Background: an optimization exercise with open tools, aiming at small area, a short achievable clock period and few clock cycles per item. Do not read the settings as production practice. Where RTL was checked, it was by simulation tests only, not by an equivalence proof against the original. Power and IR drop assume default switching activity.

## indigo
## mul_top
module mul_top (
    input  logic        clk_i,
    input  logic        rst_i,
    input  logic        req_i,
    input  logic [31:0] op_a_i,
    input  logic [31:0] op_b_i,
    input  logic [2:0]  func3_i,
    output logic        ack_o,
    output logic [31:0] result_o
);
    logic              busy_q;     
    logic              fin_q;      
    logic [2:0]        cnt_q;
    logic              last_q;     
    logic [31:0]       a_q;
    logic              a32_q;      
    logic              ub_q;       
    logic              hi_q;       
    logic [31:0]       lo_q;       
    logic [46:0]       s_q;
    logic [46:0]       c_q;
    logic              cin_q;
    logic [3:0]        bone_q;     
    logic [3:0]        btwo_q;
    logic [3:0]        bneg_q;
    logic [33:0]       a_ext;
    logic [8:0]        win_cap;    
    logic [8:0]        win_nxt;    
    logic [3:0]        cone, ctwo, cneg, none, ntwo, nneg;
    logic [46:0]       s_d;
    logic [46:0]       c_d;
    logic [8:0]        low_sum;
    logic [46:0]       fsum;
    logic              ub_d;
    logic              nxt_extra;
    logic              nxt_last;
    assign a_ext = {a32_q, a32_q, a_q};
    assign ub_d      = op_b_i[31] & ((func3_i == 3'd2) | (func3_i == 3'd3));
    assign nxt_extra = (cnt_q == 3'd3);
    assign nxt_last  = ub_q ? nxt_extra : (cnt_q == 3'd2);
    assign win_cap   = {op_b_i[7:0], 1'b0};
    assign win_nxt   = {lo_q[15:8] & {8{~nxt_extra}}, lo_q[7]};
    always_comb begin
        cone[0] = win_cap[1] ^ win_cap[0];
        ctwo[0] = (win_cap[2] & ~win_cap[1] & ~win_cap[0]) | (~win_cap[2] & win_cap[1] & win_cap[0]);
        cneg[0] = win_cap[2];
        cone[1] = win_cap[3] ^ win_cap[2];
        ctwo[1] = (win_cap[4] & ~win_cap[3] & ~win_cap[2]) | (~win_cap[4] & win_cap[3] & win_cap[2]);
        cneg[1] = win_cap[4];
        cone[2] = win_cap[5] ^ win_cap[4];
        ctwo[2] = (win_cap[6] & ~win_cap[5] & ~win_cap[4]) | (~win_cap[6] & win_cap[5] & win_cap[4]);
        cneg[2] = win_cap[6];
  ...
clock: 8.2 ns
lec_check: 0
cap_margin: 20
core_margin: 2
core_utilization: 45
place_density: 0.6
setup_slack_margin: 5
slew_margin: 20
run.sh (not shown) runs the stock make flow with config.mk's settings and CLKGATE_MAP_FILE= SYNTH_SCRIPT=/design/flow/synth_recipe.tcl, a recipe that flattens the netlist after the stock synthesis.
indigo was carried through to the last stage, and its layout satisfied the timing, design-rule and antenna checks.
Testbench counts of indigo, summed over its fixed seeds: cycles 34,455, items 4,800.
#### Input delta (ember over indigo)
Settings: a deleted SETUP_SLACK_MARGIN that had been 5.
--- outcome ---
- Between ember and indigo, final wirelength is lower for indigo, ember comes in above that.
- Looking at cell at the slowest stage of the critical path, the sky130_fd_sc_hd__clkdlybuf4s50_1 result is from indigo; the sky130_fd_sc_hd__ha_1 one comes from ember.
- Comparing ember and indigo, combined area of the multi-input logic cells is higher on indigo.
- Worst setup slack deteriorates in ember relative to indigo.
- For ember, the origin of the worst setup path was c_q[8], unlike indigo, where it was lo_q[12].
- In ember relative to indigo, number of global-route vias before repair had gone up by a few percent.
- The sequential power on ember is in line with that on indigo.

trial 16:
Another version of the RTL of mul_top (not shown whole).
Size in the first run: roughly 170 flip-flops, roughly 100 I/O pins.
Settings: LEC_CHECK=0, CAP_MARGIN=20, CORE_MARGIN=2, CORE_UTILIZATION=45, PLACE_DENSITY=0.6, SETUP_SLACK_MARGIN=5, SLEW_MARGIN=20; clock period 8.2 ns.
In summary, trial 16 completed successfully, with a layout that passed the timing, design-rule and antenna checks.
Setup changes, trial 16 to trial 76
- CTS_BUF_LIST now sky130_fd_sc_hd__clkbuf_4 sky130_fd_sc_hd__clkbuf_8, previously not set
Findings:
From trial 16 to trial 76 the numbers moved as follows: total power decreased by 3.8% relative to the old numbers; worst-case headroom to the max-slew limit went up by 1.7 points; share of power burned in registers rose by 0.8 points; clock share of power decreased 3.4 points; proportion of power drawn by combinational gates +2.6 points. In the tables for trial 76 and trial 16, utilization reads higher with trial 16. Count of cell types in the netlist came out exactly the same in trial 76 and trial 16. Relative to trial 16, routed wire length on met3 has increased by 7.7% in trial 76. For wire length, trial 16 and trial 76 come out practically identical. Trial 76 vs trial 16: worst path arrival time up. Trial 76: flow completed, timing, DRC and antenna clean. Note that the internal cell power recorded for trial 16 amounts to 1.06 times the value seen in trial 76.
No run of this note included a check of the RTL's function; only the layout flow was run.

## what the ideal ports hide
Ports are ideal in the flow. The routed layouts listed here were re-timed in OpenROAD. Step 1 (the two cells are an assumption about what drives the block):
set clk [get_ports {clk_i}]
set_driving_cell -lib_cell sky130_fd_sc_hd__clkbuf_16 $clk
set_driving_cell -lib_cell sky130_fd_sc_hd__buf_2 [delete_from_list [all_inputs] $clk]
Step 2 adds t to the input delays and takes it off the output delays; t is the mean of the earliest and latest rising clock arrival at the registers after step 1. Input paths then give back, and output paths get back, about the clock's delay inside the block. Slacks: ideal / step 1 / step 2; pairs: ideal / step 1.
run	t, ns	setup WS [ns]	hold WS [ns]	worst setup path at the end	pins driven straight from the clock port
indigo	0.500	5.082 / 5.029 / 5.095	0.462 / 0.462 / 0.462	register to register	1
ember	0.498	4.840 / 4.840 / 4.840	0.460 / 0.460 / 0.460	register to register	1
trial 16	0.488	5.038 / 5.019 / 5.038	0.450 / 0.450 / 0.450	register to register	1
trial 76	0.516	5.036 / 5.006 / 5.036	0.457 / 0.457 / 0.457	register to register	1
After both steps setup and hold are still met in every run listed.
